From an optimization exercise on the open Yosys and OpenROAD flow, aimed at small area, a short achievable clock period and few clock cycles per item; shortcuts taken in it are not production practice. Only simulation tests tie the RTL to the original design; equivalence was not proved. Power is estimated from default activity; no workload was simulated.

==> design/flow/design.v <==
`timescale 1ns / 1ps
package jrc_pkg;
  localparam int N_RANGES = 2;
  localparam int MAX_JETS = 16;
  localparam int Q_DEPTH  = 2;
  localparam int ADDR_W   = 6;
  localparam int DATA_W   = 64;
  localparam logic [16:0] WEIGHT_ONE  = 17'd65536;
  localparam logic [16:0] WEIGHT_HALF = 17'd32768;
  localparam logic [2:0] REG_PT_MIN  = 3'd0;
  localparam logic [2:0] REG_PT_MAX  = 3'd1;
  localparam logic [2:0] REG_MASK    = 3'd2;
  localparam logic [2:0] REG_FUZZY   = 3'd3;
  localparam logic [2:0] REG_E_INV   = 3'd4;
  localparam logic [2:0] REG_Y_INV   = 3'd5;
  localparam logic [2:0] REG_RANGES  = 3'd6;
  localparam logic [2:0] REG_COUNT   = 3'd7;
  typedef struct packed {
    logic               action;
    logic [3:0]         jet_number;
    logic [19:0]        jet_pt;
    logic signed [15:0] jet_rapidity;
    logic signed [15:0] rapidity_shift;
  } jrc_in_t;
  typedef struct packed {
    logic        matched;
    logic [16:0] cut_weight;
    logic [3:0]  held_jet;
  } jrc_out_t;
  typedef struct packed {
    logic               clear;
    logic               listed;
    logic [3:0]         jet_number;
    logic [19:0]        jet_pt;
    logic signed [15:0] rapidity;
  } jrc_job_t;
  typedef struct packed {
    logic [19:0] pt_minimum;
    logic [19:0] pt_maximum;
    logic        fuzzy_enable;
    logic [23:0] energy_width_inverse;
    logic [23:0] rapidity_width_inverse;
    logic [63:0] rapidity_ranges;
    logic [1:0]  range_count;
  } jrc_cfg_t;
endpackage
`timescale 1ns / 1ps
module jrc_front (
  input  logic              clk,
  input  logic              rst_n,
  input  logic              in_valid,
  output logic              in_ready,
  input  jrc_pkg::jrc_in_t  in_data,
  input  logic [15:0]       accept_mask,
  output logic              job_valid,
  input  logic              job_ready,
  output jrc_pkg::jrc_job_t job_data
);
  logic               valid_r, valid_nxt;
  jrc_pkg::jrc_job_t  job_r, job_nxt;
  logic signed [16:0] y_sum;
  logic signed [15:0] y_sat;
  logic               listed;
  logic               accept;
  always_comb begin
    y_sum = 17'(in_data.jet_rapidity) + 17'(in_data.rapidity_shift);
    if (y_sum[16] != y_sum[15]) begin
      y_sat = y_sum[16] ? 16'sh8000 : 16'sh7FFF;
    end else begin
      y_sat = y_sum[15:0];
    end
    listed = (accept_mask == 16'd0) ||
             ((32'(in_data.jet_number) < 32'(jrc_pkg::MAX_JETS)) &&
              accept_mask[in_data.jet_number]);
    in_ready = !valid_r || job_ready;
    accept   = in_valid && in_ready;
    valid_nxt = valid_r && !job_ready;
    job_nxt   = job_r;
    if (accept) begin
      valid_nxt          = 1'b1;
      job_nxt.clear      = in_data.action;
      job_nxt.listed     = listed;
      job_nxt.jet_number = in_data.jet_number;
      job_nxt.jet_pt     = in_data.jet_pt;
      job_nxt.rapidity   = y_sat;
    end
  end
  always_ff @(posedge clk) begin
    if (!rst_n) begin
      valid_r <= 1'b0;
    end else begin
      valid_r <= valid_nxt;
    end
    job_r <= job_nxt;
  end
  assign job_valid = valid_r;
  assign job_data  = job_r;
endmodule
`timescale 1ns / 1ps
module jrc_queue (
  input  logic              clk,
  input  logic              rst_n,
  input  logic              push_valid,
  output logic              push_ready,
  input  jrc_pkg::jrc_job_t push_data,
  output logic              pop_valid,
  input  logic              pop_ready,
  output jrc_pkg::jrc_job_t pop_data
);
  localparam int PTR_W = (jrc_pkg::Q_DEPTH > 1) ? $clog2(jrc_pkg::Q_DEPTH) : 1;
  localparam int CNT_W = $clog2(jrc_pkg::Q_DEPTH + 1);
  localparam int JOB_W = $bits(push_data);
  logic [JOB_W-1:0]   mem_r [jrc_pkg::Q_DEPTH];
  logic [PTR_W-1:0]   wr_ptr_r, wr_ptr_nxt, rd_ptr_r, rd_ptr_nxt;
  logic [CNT_W-1:0]   count_r, count_nxt;
  logic               push, pop;
  localparam logic [PTR_W-1:0] PTR_ONE  = 1;
  localparam logic [PTR_W-1:0] PTR_LAST = jrc_pkg::Q_DEPTH - 1;
  localparam logic [CNT_W-1:0] CNT_ONE  = 1;
  localparam logic [CNT_W-1:0] CNT_FULL = jrc_pkg::Q_DEPTH;
  function automatic logic [PTR_W-1:0] ptr_inc(input logic [PTR_W-1:0] p);
    logic [PTR_W-1:0] r;
    if (p == PTR_LAST) begin
      r = '0;
    end else begin
      r = p + PTR_ONE;
    end
    ptr_inc = r;
  endfunction
  always_comb begin
    push_ready = (count_r != CNT_FULL);
    pop_valid  = (count_r != '0);
    push       = push_valid && push_ready;
    pop        = pop_valid && pop_ready;
    wr_ptr_nxt = push ? ptr_inc(wr_ptr_r) : wr_ptr_r;
    rd_ptr_nxt = pop ? ptr_inc(rd_ptr_r) : rd_ptr_r;
    count_nxt  = count_r;
    if (push && !pop) begin
      count_nxt = count_r + CNT_ONE;
    end else if (pop && !push) begin
      count_nxt = count_r - CNT_ONE;
    end
  end
  always_ff @(posedge clk) begin
    if (!rst_n) begin
      wr_ptr_r <= '0;
      rd_ptr_r <= '0;
      count_r  <= '0;
    end else begin
      wr_ptr_r <= wr_ptr_nxt;
      rd_ptr_r <= rd_ptr_nxt;
      count_r  <= count_nxt;
    end
  end
  always_ff @(posedge clk) begin
    if (push) begin
      mem_r[wr_ptr_r] <= push_data;
    end
  end
  assign pop_data = mem_r[rd_ptr_r];
endmodule
`timescale 1ns / 1ps
module jrc_back (
  input  logic              clk,
  input  logic              rst_n,
  input  jrc_pkg::jrc_cfg_t cfg,
  input  logic              job_valid,
  output logic              job_ready,
  input  jrc_pkg::jrc_job_t job_data,
  output logic              out_valid,
  input  logic              out_ready,
  output jrc_pkg::jrc_out_t out_data
);
  typedef enum logic [5:0] {
    S_IDLE   = 6'b000001,
    S_BOUND  = 6'b000010,
    S_WEIGHT = 6'b000100,
    S_ROUND  = 6'b001000,
    S_COMB   = 6'b010000,
    S_DONE   = 6'b100000
  } state_t;
  state_t             state_r, state_nxt;
  jrc_pkg::jrc_job_t  job_r, job_nxt;
  logic [1:0]         step_r, step_nxt;      
  logic               range_r, range_nxt;
  logic [16:0]        w_r, w_nxt, rw_r, rw_nxt;
  logic signed [45:0] prod_r, prod_nxt;
  logic               dpos_r, dpos_nxt;
  logic               pend_r, pend_nxt;
  logic               tgt_rw_r, tgt_rw_nxt;
  logic               fin_r, fin_nxt;
  logic               hit_r, hit_nxt;
  logic               full_r, full_nxt;
  logic [3:0]         last_r, last_nxt;
  logic [16:0]        weight_r, weight_nxt;
  logic               out_valid_r, out_valid_nxt;
  jrc_pkg::jrc_out_t  out_r, out_nxt;
  logic [1:0]         count_eff;
  logic [31:0]        rword;
  logic signed [15:0] ra, rb, lo, hi;
  logic signed [20:0] diff;
  logic signed [24:0] inv;
  logic signed [20:0] mul_a;
  logic signed [24:0] mul_b;
  logic               bound_pass;
  logic [16:0]        bound_w;
  logic [33:0]        rnd_sum;
  logic [16:0]        rnd;
  logic               out_free;
  always_comb begin
    count_eff = (cfg.range_count > 2'(jrc_pkg::N_RANGES)) ?
                2'(jrc_pkg::N_RANGES) : cfg.range_count;
    rword = cfg.rapidity_ranges[32*range_r +: 32];
    ra    = rword[15:0];
    rb    = rword[31:16];
    lo    = (ra > rb) ? rb : ra;
    hi    = (ra > rb) ? ra : rb;
    case (step_r)
      2'd0:    diff = $signed({1'b0, job_r.jet_pt}) - $signed({1'b0, cfg.pt_minimum});
      2'd1:    diff = $signed({1'b0, cfg.pt_maximum}) - $signed({1'b0, job_r.jet_pt});
      2'd2:    diff = 21'(job_r.rapidity) - 21'(lo);
      default: diff = 21'(hi) - 21'(job_r.rapidity);
    endcase
    inv = step_r[1] ? $signed({1'b0, cfg.rapidity_width_inverse})
                    : $signed({1'b0, cfg.energy_width_inverse});
    if (cfg.fuzzy_enable) begin
      bound_pass = (prod_r >= -46'sd32767);
      bound_w    = (prod_r > 46'sd32768) ? jrc_pkg::WEIGHT_ONE
                                         : prod_r[16:0] + jrc_pkg::WEIGHT_HALF;
    end else begin
      bound_pass = dpos_r;
      bound_w    = jrc_pkg::WEIGHT_ONE;
    end
    rnd_sum = prod_r[33:0] + 34'(jrc_pkg::WEIGHT_HALF);
    rnd     = rnd_sum[32:16];
    out_free = !out_valid_r || out_ready;
  end
  always_comb begin
    state_nxt     = state_r;
    job_nxt       = job_r;
    step_nxt      = step_r;
    range_nxt     = range_r;
    w_nxt         = w_r;
    rw_nxt        = rw_r;
    dpos_nxt      = dpos_r;
    pend_nxt      = pend_r;
    tgt_rw_nxt    = tgt_rw_r;
    fin_nxt       = fin_r;
    hit_nxt       = hit_r;
    full_nxt      = full_r;
    last_nxt      = last_r;
    weight_nxt    = weight_r;
    out_valid_nxt = out_valid_r && !out_ready;
    out_nxt       = out_r;
    job_ready     = 1'b0;
    mul_a         = '0;
    mul_b         = '0;
    if (((state_r == S_BOUND) || (state_r == S_ROUND)) && pend_r) begin
      if (tgt_rw_r) begin
        rw_nxt = rnd;
      end else begin
        w_nxt = rnd;
      end
    end
    case (state_r)
      S_IDLE: begin
        job_ready = 1'b1;
        if (job_valid) begin
          job_nxt = job_data;
          hit_nxt = 1'b0;
          if (job_data.clear) begin
            full_nxt  = 1'b0;
            state_nxt = S_DONE;
          end else if (full_r || !job_data.listed) begin
            state_nxt = S_DONE;
          end else begin
            w_nxt     = jrc_pkg::WEIGHT_ONE;
            rw_nxt    = jrc_pkg::WEIGHT_ONE;
            step_nxt  = 2'd0;
            range_nxt = 1'b0;
            pend_nxt  = 1'b0;
            state_nxt = S_BOUND;
          end
        end
      end
      S_BOUND: begin
        mul_a     = diff;
        mul_b     = inv;
        dpos_nxt  = (diff > 21'sd0);
        pend_nxt  = 1'b0;
        state_nxt = S_WEIGHT;
      end
      S_WEIGHT: begin
        if (bound_pass) begin
          mul_a      = $signed({4'd0, (step_r[1] ? rw_r : w_r)});
          mul_b      = $signed({8'd0, bound_w});
          pend_nxt   = 1'b1;
          tgt_rw_nxt = step_r[1];
          if ((step_r == 2'd1) && (count_eff == 2'd0)) begin
            fin_nxt   = 1'b1;
            state_nxt = S_ROUND;
          end else if (step_r == 2'd3) begin
            fin_nxt   = 1'b0;
            state_nxt = S_ROUND;
          end else begin
            step_nxt  = step_r + 2'd1;
            state_nxt = S_BOUND;
          end
        end else if (step_r[1] && ((2'(range_r) + 2'd1) < count_eff)) begin
          range_nxt = range_r + 1'b1;
          step_nxt  = 2'd2;
          rw_nxt    = jrc_pkg::WEIGHT_ONE;
          pend_nxt  = 1'b0;
          state_nxt = S_BOUND;
        end else begin
          full_nxt   = 1'b0;
          weight_nxt = '0;
          hit_nxt    = 1'b0;
          state_nxt  = S_DONE;
        end
      end
      S_ROUND: begin
        pend_nxt = 1'b0;
        if (fin_r) begin
          full_nxt   = 1'b1;
          last_nxt   = job_r.jet_number;
          weight_nxt = rnd;
          hit_nxt    = 1'b1;
          state_nxt  = S_DONE;
        end else begin
          state_nxt = S_COMB;
        end
      end
      S_COMB: begin
        mul_a      = $signed({4'd0, w_r});
        mul_b      = $signed({8'd0, rw_r});
        pend_nxt   = 1'b1;
        tgt_rw_nxt = 1'b0;
        fin_nxt    = 1'b1;
        state_nxt  = S_ROUND;
      end
      S_DONE: begin
        if (out_free) begin
          out_valid_nxt      = 1'b1;
          out_nxt.matched    = hit_r;
          out_nxt.cut_weight = weight_r;
          out_nxt.held_jet   = last_r;
          state_nxt          = S_IDLE;
        end
      end
      default: state_nxt = S_IDLE;
    endcase
    prod_nxt = mul_a * mul_b;
  end
  always_ff @(posedge clk) begin
    if (!rst_n) begin
      state_r     <= S_IDLE;
      pend_r      <= 1'b0;
      fin_r       <= 1'b0;
      full_r      <= 1'b0;
      last_r      <= 4'd0;
      weight_r    <= jrc_pkg::WEIGHT_ONE;
      out_valid_r <= 1'b0;
    end else begin
      state_r     <= state_nxt;
      pend_r      <= pend_nxt;
      fin_r       <= fin_nxt;
      full_r      <= full_nxt;
      last_r      <= last_nxt;
      weight_r    <= weight_nxt;
      out_valid_r <= out_valid_nxt;
    end
    job_r    <= job_nxt;
    step_r   <= step_nxt;
    range_r  <= range_nxt;
    w_r      <= w_nxt;
    rw_r     <= rw_nxt;
    prod_r   <= prod_nxt;
    dpos_r   <= dpos_nxt;
    tgt_rw_r <= tgt_rw_nxt;
    hit_r    <= hit_nxt;
    out_r    <= out_nxt;
  end
  assign out_valid = out_valid_r;
  assign out_data  = out_r;
endmodule
`timescale 1ns / 1ps
module fuzzy_jet_region_cut_unit (
  input  logic                          clk,
  input  logic                          rst_n,
  input  logic                          in_valid,
  output logic                          in_ready,
  input  jrc_pkg::jrc_in_t              in_data,
  output logic                          out_valid,
  input  logic                          out_ready,
  output jrc_pkg::jrc_out_t             out_data,
  input  logic                          psel,
  input  logic                          penable,
  input  logic                          pwrite,
  input  logic [jrc_pkg::ADDR_W-1:0]    paddr,
  input  logic [jrc_pkg::DATA_W-1:0]    pwdata,
  output logic [jrc_pkg::DATA_W-1:0]    prdata,
  output logic                          pready
);
  logic [19:0] pt_min_r, pt_min_nxt;
  logic [19:0] pt_max_r, pt_max_nxt;
  logic [15:0] mask_r, mask_nxt;
  logic        fuzzy_r, fuzzy_nxt;
  logic [23:0] e_inv_r, e_inv_nxt;
  logic [23:0] y_inv_r, y_inv_nxt;
  logic [63:0] ranges_r, ranges_nxt;
  logic [1:0]  count_r, count_nxt;
  logic        wr_en;
  logic [2:0]  reg_idx;
  jrc_pkg::jrc_cfg_t cfg;
  logic              fe_valid, fe_ready;
  jrc_pkg::jrc_job_t fe_job;
  logic              q_valid, be_ready;
  jrc_pkg::jrc_job_t q_job;
  assign pready  = 1'b1;
  assign wr_en   = psel && penable && pwrite;
  assign reg_idx = paddr[5:3];
  always_comb begin
    pt_min_nxt = pt_min_r;
    pt_max_nxt = pt_max_r;
    mask_nxt   = mask_r;
    fuzzy_nxt  = fuzzy_r;
    e_inv_nxt  = e_inv_r;
    y_inv_nxt  = y_inv_r;
    ranges_nxt = ranges_r;
    count_nxt  = count_r;
    if (wr_en) begin
      case (reg_idx)
        jrc_pkg::REG_PT_MIN: pt_min_nxt = pwdata[19:0];
        jrc_pkg::REG_PT_MAX: pt_max_nxt = pwdata[19:0];
        jrc_pkg::REG_MASK:   mask_nxt   = pwdata[15:0];
        jrc_pkg::REG_FUZZY:  fuzzy_nxt  = pwdata[0];
        jrc_pkg::REG_E_INV:  e_inv_nxt  = pwdata[23:0];
        jrc_pkg::REG_Y_INV:  y_inv_nxt  = pwdata[23:0];
        jrc_pkg::REG_RANGES: ranges_nxt = pwdata;
        jrc_pkg::REG_COUNT:  count_nxt  = pwdata[1:0];
        default: ;
      endcase
    end
  end
  always_ff @(posedge clk) begin
    if (!rst_n) begin
      pt_min_r <= 20'd0;
      pt_max_r <= 20'hFFFFF;
      mask_r   <= 16'd0;
      fuzzy_r  <= 1'b0;
      e_inv_r  <= 24'd1024;
      y_inv_r  <= 24'd320;
      ranges_r <= 64'd0;
      count_r  <= 2'd0;
    end else begin
      pt_min_r <= pt_min_nxt;
      pt_max_r <= pt_max_nxt;
      mask_r   <= mask_nxt;
      fuzzy_r  <= fuzzy_nxt;
      e_inv_r  <= e_inv_nxt;
      y_inv_r  <= y_inv_nxt;
      ranges_r <= ranges_nxt;
      count_r  <= count_nxt;
    end
  end
  always_comb begin
    case (reg_idx)
      jrc_pkg::REG_PT_MIN: prdata = 64'(pt_min_r);
      jrc_pkg::REG_PT_MAX: prdata = 64'(pt_max_r);
      jrc_pkg::REG_MASK:   prdata = 64'(mask_r);
      jrc_pkg::REG_FUZZY:  prdata = 64'(fuzzy_r);
      jrc_pkg::REG_E_INV:  prdata = 64'(e_inv_r);
      jrc_pkg::REG_Y_INV:  prdata = 64'(y_inv_r);
      jrc_pkg::REG_RANGES: prdata = ranges_r;
      jrc_pkg::REG_COUNT:  prdata = 64'(count_r);
      default:             prdata = '0;
    endcase
  end
  always_comb begin
    cfg.pt_minimum             = pt_min_r;
    cfg.pt_maximum             = pt_max_r;
    cfg.fuzzy_enable           = fuzzy_r;
    cfg.energy_width_inverse   = e_inv_r;
    cfg.rapidity_width_inverse = y_inv_r;
    cfg.rapidity_ranges        = ranges_r;
    cfg.range_count            = count_r;
  end
  jrc_front u_front (
    .clk         (clk),
    .rst_n       (rst_n),
    .in_valid    (in_valid),
    .in_ready    (in_ready),
    .in_data     (in_data),
    .accept_mask (mask_r),
    .job_valid   (fe_valid),
    .job_ready   (fe_ready),
    .job_data    (fe_job)
  );
  jrc_queue u_queue (
    .clk        (clk),
    .rst_n      (rst_n),
    .push_valid (fe_valid),
    .push_ready (fe_ready),
    .push_data  (fe_job),
    .pop_valid  (q_valid),
    .pop_ready  (be_ready),
    .pop_data   (q_job)
  );
  jrc_back u_back (
    .clk       (clk),
    .rst_n     (rst_n),
    .cfg       (cfg),
    .job_valid (q_valid),
    .job_ready (be_ready),
    .job_data  (q_job),
    .out_valid (out_valid),
    .out_ready (out_ready),
    .out_data  (out_data)
  );
endmodule
`timescale 1ns / 1ps
module jet_region_cut (
  input  logic        clk,
  input  logic        rst_n,
  input  logic        in_valid,
  output logic        in_ready,
  input  logic [56:0] in_data,
  output logic        out_valid,
  input  logic        out_ready,
  output logic [21:0] out_data,
  input  logic        psel,
  input  logic        penable,
  input  logic        pwrite,
  input  logic [5:0]  paddr,
  input  logic [63:0] pwdata,
  output logic [63:0] prdata,
  output logic        pready
);
  jrc_pkg::jrc_in_t  in_s;
  jrc_pkg::jrc_out_t out_s;
  assign in_s     = in_data;
  assign out_data = out_s;
  fuzzy_jet_region_cut_unit u_unit (
    .clk       (clk),
    .rst_n     (rst_n),
    .in_valid  (in_valid),
    .in_ready  (in_ready),
    .in_data   (in_s),
    .out_valid (out_valid),
    .out_ready (out_ready),
    .out_data  (out_s),
    .psel      (psel),
    .penable   (penable),
    .pwrite    (pwrite),
    .paddr     (paddr),
    .pwdata    (pwdata),
    .prdata    (prdata),
    .pready    (pready)
  );
endmodule
==> design/flow/run.sh <==
#!/bin/bash
# synth_recipe.tcl (not shown) runs the flow's synth.tcl, then flattens the netlist and writes it again
# the make line also repeats each setting of config.mk as NAME=value (left out here)
make -C /OpenROAD-flow-scripts/flow DESIGN_CONFIG=/design/flow/config.mk WORK_HOME=/design/flow/orfs CLKGATE_MAP_FILE= SYNTH_SCRIPT=/design/flow/synth_recipe.tcl finish
==> design/flow/config.mk <==
export PLATFORM = sky130hd
export DESIGN_NAME = jet_region_cut
export DESIGN_NICKNAME = jet_region_cut
export VERILOG_FILES = /design/flow/design.v
export SDC_FILE = /design/flow/constraint.sdc
export NUM_CORES = 4
export LEC_CHECK = 0
export CAP_MARGIN = 20
export CORE_MARGIN = 2
export CORE_UTILIZATION = 40
export SLEW_MARGIN = 20
==> design/flow/constraint.sdc <==
create_clock -name core_clock -period 12.5 [get_ports {clk}]
set_input_delay 2.5000 -clock core_clock [delete_from_list [all_inputs] [get_ports {clk}]]
set_output_delay 2.5000 -clock core_clock [all_outputs]
set_load 0.01 [all_outputs]
==> flow_summary_export.csv <==
group,metric,value,unit
logic_synthesis,synth.top_cells.by_area,"sky130_fd_sc_hd__fa_1 20%, sky130_fd_sc_hd__edfxtp_1 14%, sky130_fd_sc_hd__dfxtp_1 14%",
run_status,run_status,"finished clean",
placed_design,port_buffers,218,
floorplanning,die-area,107000,sq um
worst_hold_path,whs_endpoint,"u_unit.u_back.out_r[9]",
power,power.static_leakage,21.61,nW
cts,cts.htree.levels,2,
cells_and_area,multiInputGateArea,27320,sq um
logic_synthesis,async_flop_share,0,
cells_and_area,nFillCells,9937,
cells_and_area,design.final.nets,5680,
global_routing,grt_max_degree,80,
floorplanning,y_dimension_of_the_die,327.1,um
logic_synthesis,synth.net_count,5440,
floorplanning,core,103500,sq um
cts,clock_insertion_delay_worst_skew,0.68,ns
timing,fin_crit,12.01,ns
timing,fin_hold_ws,0.4332,ns
logic_synthesis,yosys_warnings,4,
timing,setup_total_negative_slack,0,ns
floorplanning,io_pins,223,
routing,drt-total-wl,136900,um
routing,drc,0,
critical_path,critical_path_rt,13.05,ns
timing,final.setup_skew,0.04472,ns
power,ir_worst_vdd,132.3,uV
logic_synthesis,synthMostInstantiatedCell,"sky130_fd_sc_hd__nand2_1",
critical_path,worstRegToRegCells,48,
critical_path,cp_slowest_stage_delay,0.55,ns
routing,detail_route.wl_per_cell,21.86,um
timing,report.final.slew_viol_count,0,
global_routing,first_pass_grt_wire_length,208100,um
routing,first_iter_violations,2709,
timing,grt_setup_unrepaired,"true",
routing,vias,33830,
cts,clk_path_buf_depth,3,
global_routing,grt_pass1_vias,33980,
cts,tritoncts,"built",
critical_path,crit_type,"reg -> reg",
logic_synthesis,synthesis.area_per_instance,9.091,sq um
logic_synthesis,synth_top_area_share,0.2019,
timing,timing.max_slew.rel_slack,0.1024,
logic_synthesis,synth_compound_gate_area_share,0.1269,
logic_synthesis,synth_commonest_cells,"795 x sky130_fd_sc_hd__nand2_1, 582 x sky130_fd_sc_hd__inv_1, 421 x sky130_fd_sc_hd__fa_1",
routing,dr.pass1.iters,6,
cts,tritoncts.num_buffers,57,
logic_synthesis,yosys-mux-area-fraction,0.05020,
timing,setup_violations,0,
cts,clk_root_buffer_cell,"sky130_fd_sc_hd__clkbuf_16",
logic_synthesis,cells_after_synth,4592,
logic_synthesis,synth_fa_ha_area_frac,0.2899,
logic_synthesis,synth_cell_area,41750,sq um
critical_path,timing.reg2reg.setup_slack,0.49,ns
logic_synthesis,yosys.area.top_type,"sky130_fd_sc_hd__fa_1",
cells_and_area,area.sequential,11590,sq um
worst_hold_path,worstHoldPathType,"reg -> reg",
critical_path,path_max_fanout,11,
timing,number_of_endpoints_with_negative_hold_slack_in_the_final_report,0,
logic_synthesis,synth_top_family_by_area,"adder cells",
floorplanning,die_boundary_width,327.1,um
timing,final.period_utilization,0.9610,
critical_path,most_repeated_library_cell_on_the_critical_path,"sky130_fd_sc_hd__fa_1",
critical_path,r2r_start,"u_unit.u_back.range_r",
critical_path,critical-path-slowest-cell,"sky130_fd_sc_hd__fa_1",
placed_design,post_dp_hpwl,108400,um
logic_synthesis,synth_flop_cell,"sky130_fd_sc_hd__dfxtp_1",
power,total_power,0.005999,W
cts,post_cts_hold_buffer_count,0,
flow_run,max_cap_viol_count,0,
logic_synthesis,synthesized_flop_and_latch_total,482,
critical_path,startpoint_type,"flip-flop",
timing,max_clock_freq,0.08325,GHz
global_routing,grtUsageTotal,0.2562,
critical_path,worst_ep_arrival_time,12.56,ns
logic_synthesis,simple_gate_area_share_of_the_yosys_netlist,0.1583,
placed_design,gp_congestion,0.9820,
routing,number_of_antenna_violating_nets_in_the_routed_design,0,
power,power-per-cell-area,123.8,nW/um^2
floorplanning,site_row_count,118,
timing,tightest_slew,1.312,ns
worst_hold_path,min_from,"u_unit.u_back.weight_r[5]",
global_routing,overflow,0,
critical_path,critPathCaptureType,"flip-flop",
cells_and_area,syn_to_final_growth,16.08,%
worst_hold_path,whs_path_depth,0,
cts,cts.sink_count,482,
logic_synthesis,synth_seq_area_share,0.2777,
routing,vias_per_cell,5.402,
cells_and_area,fraction_of_layout_instances_using_a_drive_strength_above_1,0.08769,
global_routing,antenna_violations_before_repair,2,
cts,clkSlewWorstSetupHoldPaths,0.06,ns
logic_synthesis,synth_cell_type_count,87,
critical_path,timing.rr.end,"u_unit.u_back.prod_r[38]",
floorplanning,initial_utilization,0.4034,
logic_synthesis,post_synth_xor_area_fraction,0.02371,
logic_synthesis,synth_enable_flop_cells,194,
==> layout make-up <==
cell class	count	area share
well taps	1380	0.03563
multi-input cells	3305	0.5639
clock inverters	42	0.01149
diodes	1	0.00005164
repair buffers	401	0.07410
flip-flops and latches	482	0.2392
clock buffers	66	0.03034
inverters	585	0.04531
==> kinds of logic after synthesis <==
kind of cell,after synthesis
other cells,1
buf+inv,805
mux,192
compound gates,777
fa+ha+maj,715
flops,482
simple gates,1507
xor+xnor,113
==> power by group <==
group          switching [W]  internal [W]
registers           0.000123       0.00182
logic                0.00139      0.000860
clock network       0.000740       0.00106
==> registers in the layout (all words and copies together) (netlist names), 17 cells and up, named ones only <==
signal	flops
u_unit.u_back.rw_r	17
u_unit.u_front.job_r	42
u_unit.u_back.job_r	40
u_unit.u_back.prod_r	46
u_unit.u_back.w_r	17
u_unit.u_queue.mem_r	84
u_unit.u_back.weight_r	17
u_unit.y_inv_r	24
u_unit.pt_min_r	20
u_unit.e_inv_r	24
u_unit.u_back.out_r	22
u_unit.pt_max_r	20
u_unit.ranges_r	64
==> through the flow <==
stage,worst slack [ns],instances,cell area [sq um],util
detailed placement,0.03561,6151,46230,0.4466
global placement,0.008093,6151,46230,0.4466
finish,0.4876,6262,48460,0.4682
CTS,0.005945,6259,48260,0.4663
floorplan,0.4136,4592,41750,-
global route,-0.05333,6262,48460,0.4682
==> layer usage <==
metal | vias up | track usage | wire (um)
met2 | 1141 | 0.4255 | 63870
met3 | 220 | 0.03785 | 9225
met1 | 16770 | 0.3418 | 58750
met5 | - | 0 | 0
met4 | 0 | 0.08765 | 5062
li1 | 15690 | - | -
==> worst max path at each step <==
stage | from | end | slack [ns] | cells past startpoint
final | u_unit.u_back.range_r | u_unit.u_back.prod_r[38] | 0.49 | 48
after global routing | u_unit.u_back.range_r | u_unit.u_back.prod_r[40] | -0.05 | 53
after CTS | u_unit.u_back.range_r | u_unit.u_back.prod_r[40] | 0.006 | 51
after detailed placement | u_unit.u_back.range_r | u_unit.u_back.prod_r[38] | 0.04 | 48
after global placement | u_unit.u_back.range_r | u_unit.u_back.prod_r[42] | 0.008 | 47
after floorplan | u_unit.u_back.range_r | u_unit.u_back.prod_r[38] | 0.41 | 50
==> timing repair <==
item                       in CTS  in global routing
buffers inserted                0                  2
pin swaps                       0                 15
resized for setup               1                 35
setup endpoints to repair       2                 17
==> worst max-delay path, delay by kind of cell (launching register included) <==
family	cells	cell delay (ns)
adders and majority gates	10	4.56
DFF	1	0.50
buffers and inverters	9	1.16
xor gates and xnor gates	1	0.15
muxes	3	0.94
and+or+nand+nor	6	0.94
AOI/OAI and AO/OA	19	3.65
==> layout by cell type (no fill, tap or decap), types with 42 or more instances in the layout <==
master and n:
sky130_fd_sc_hd__fa_1 421, sky130_fd_sc_hd__o21ai_0 70, sky130_fd_sc_hd__mux2i_1 103, sky130_fd_sc_hd__nand2_1 793, sky130_fd_sc_hd__a21o_1 85, sky130_fd_sc_hd__clkbuf_16 57, sky130_fd_sc_hd__clkdlybuf4s50_1 214, sky130_fd_sc_hd__a21oi_1 183
sky130_fd_sc_hd__nor3_1 57, sky130_fd_sc_hd__xor2_1 49, sky130_fd_sc_hd__and2_1 50, sky130_fd_sc_hd__xnor2_1 64, sky130_fd_sc_hd__a211oi_1 58, sky130_fd_sc_hd__nand2b_1 42, sky130_fd_sc_hd__dfxtp_1 287, sky130_fd_sc_hd__mux2_2 77
sky130_fd_sc_hd__nand3_1 60, sky130_fd_sc_hd__inv_1 582, sky130_fd_sc_hd__buf_4 178, sky130_fd_sc_hd__and3_1 54, sky130_fd_sc_hd__nor2_1 293, sky130_fd_sc_hd__edfxtp_1 194, sky130_fd_sc_hd__ha_1 292, sky130_fd_sc_hd__a21boi_0 155
Testbench counts, summed over its fixed seeds: cycles 39,763, items 7,756.

==> afterwards: timing with drivers on the ports <==
How much do the figures lean on ideal ports? The routed layout below was timed once more, with nothing changed but the port constraints.
Step 1 (the two cells are an assumption about what drives the block):
set clk [get_ports {clk}]
set_driving_cell -lib_cell sky130_fd_sc_hd__clkbuf_16 $clk
set_driving_cell -lib_cell sky130_fd_sc_hd__buf_2 [delete_from_list [all_inputs] $clk]
Step 2 times the ports against the registers' clock, not the clock port: input delays grow and output delays shrink by t, the midpoint of the rising clock arrivals with the driver on.
a / b / c = ideal ports / drivers / drivers and shift; a / b = the first two.
t, ns: 0.723
setup slack, ns: 0.488 / 0.488 / 0.488
hold slack, ns: 0.433 / 0.433 / 0.433
worst setup path at the end: register to register
After both steps setup and hold are still met in this run. The setup slack of this run moves by 0.000 ns with the drivers and by 0.000 ns with both steps.
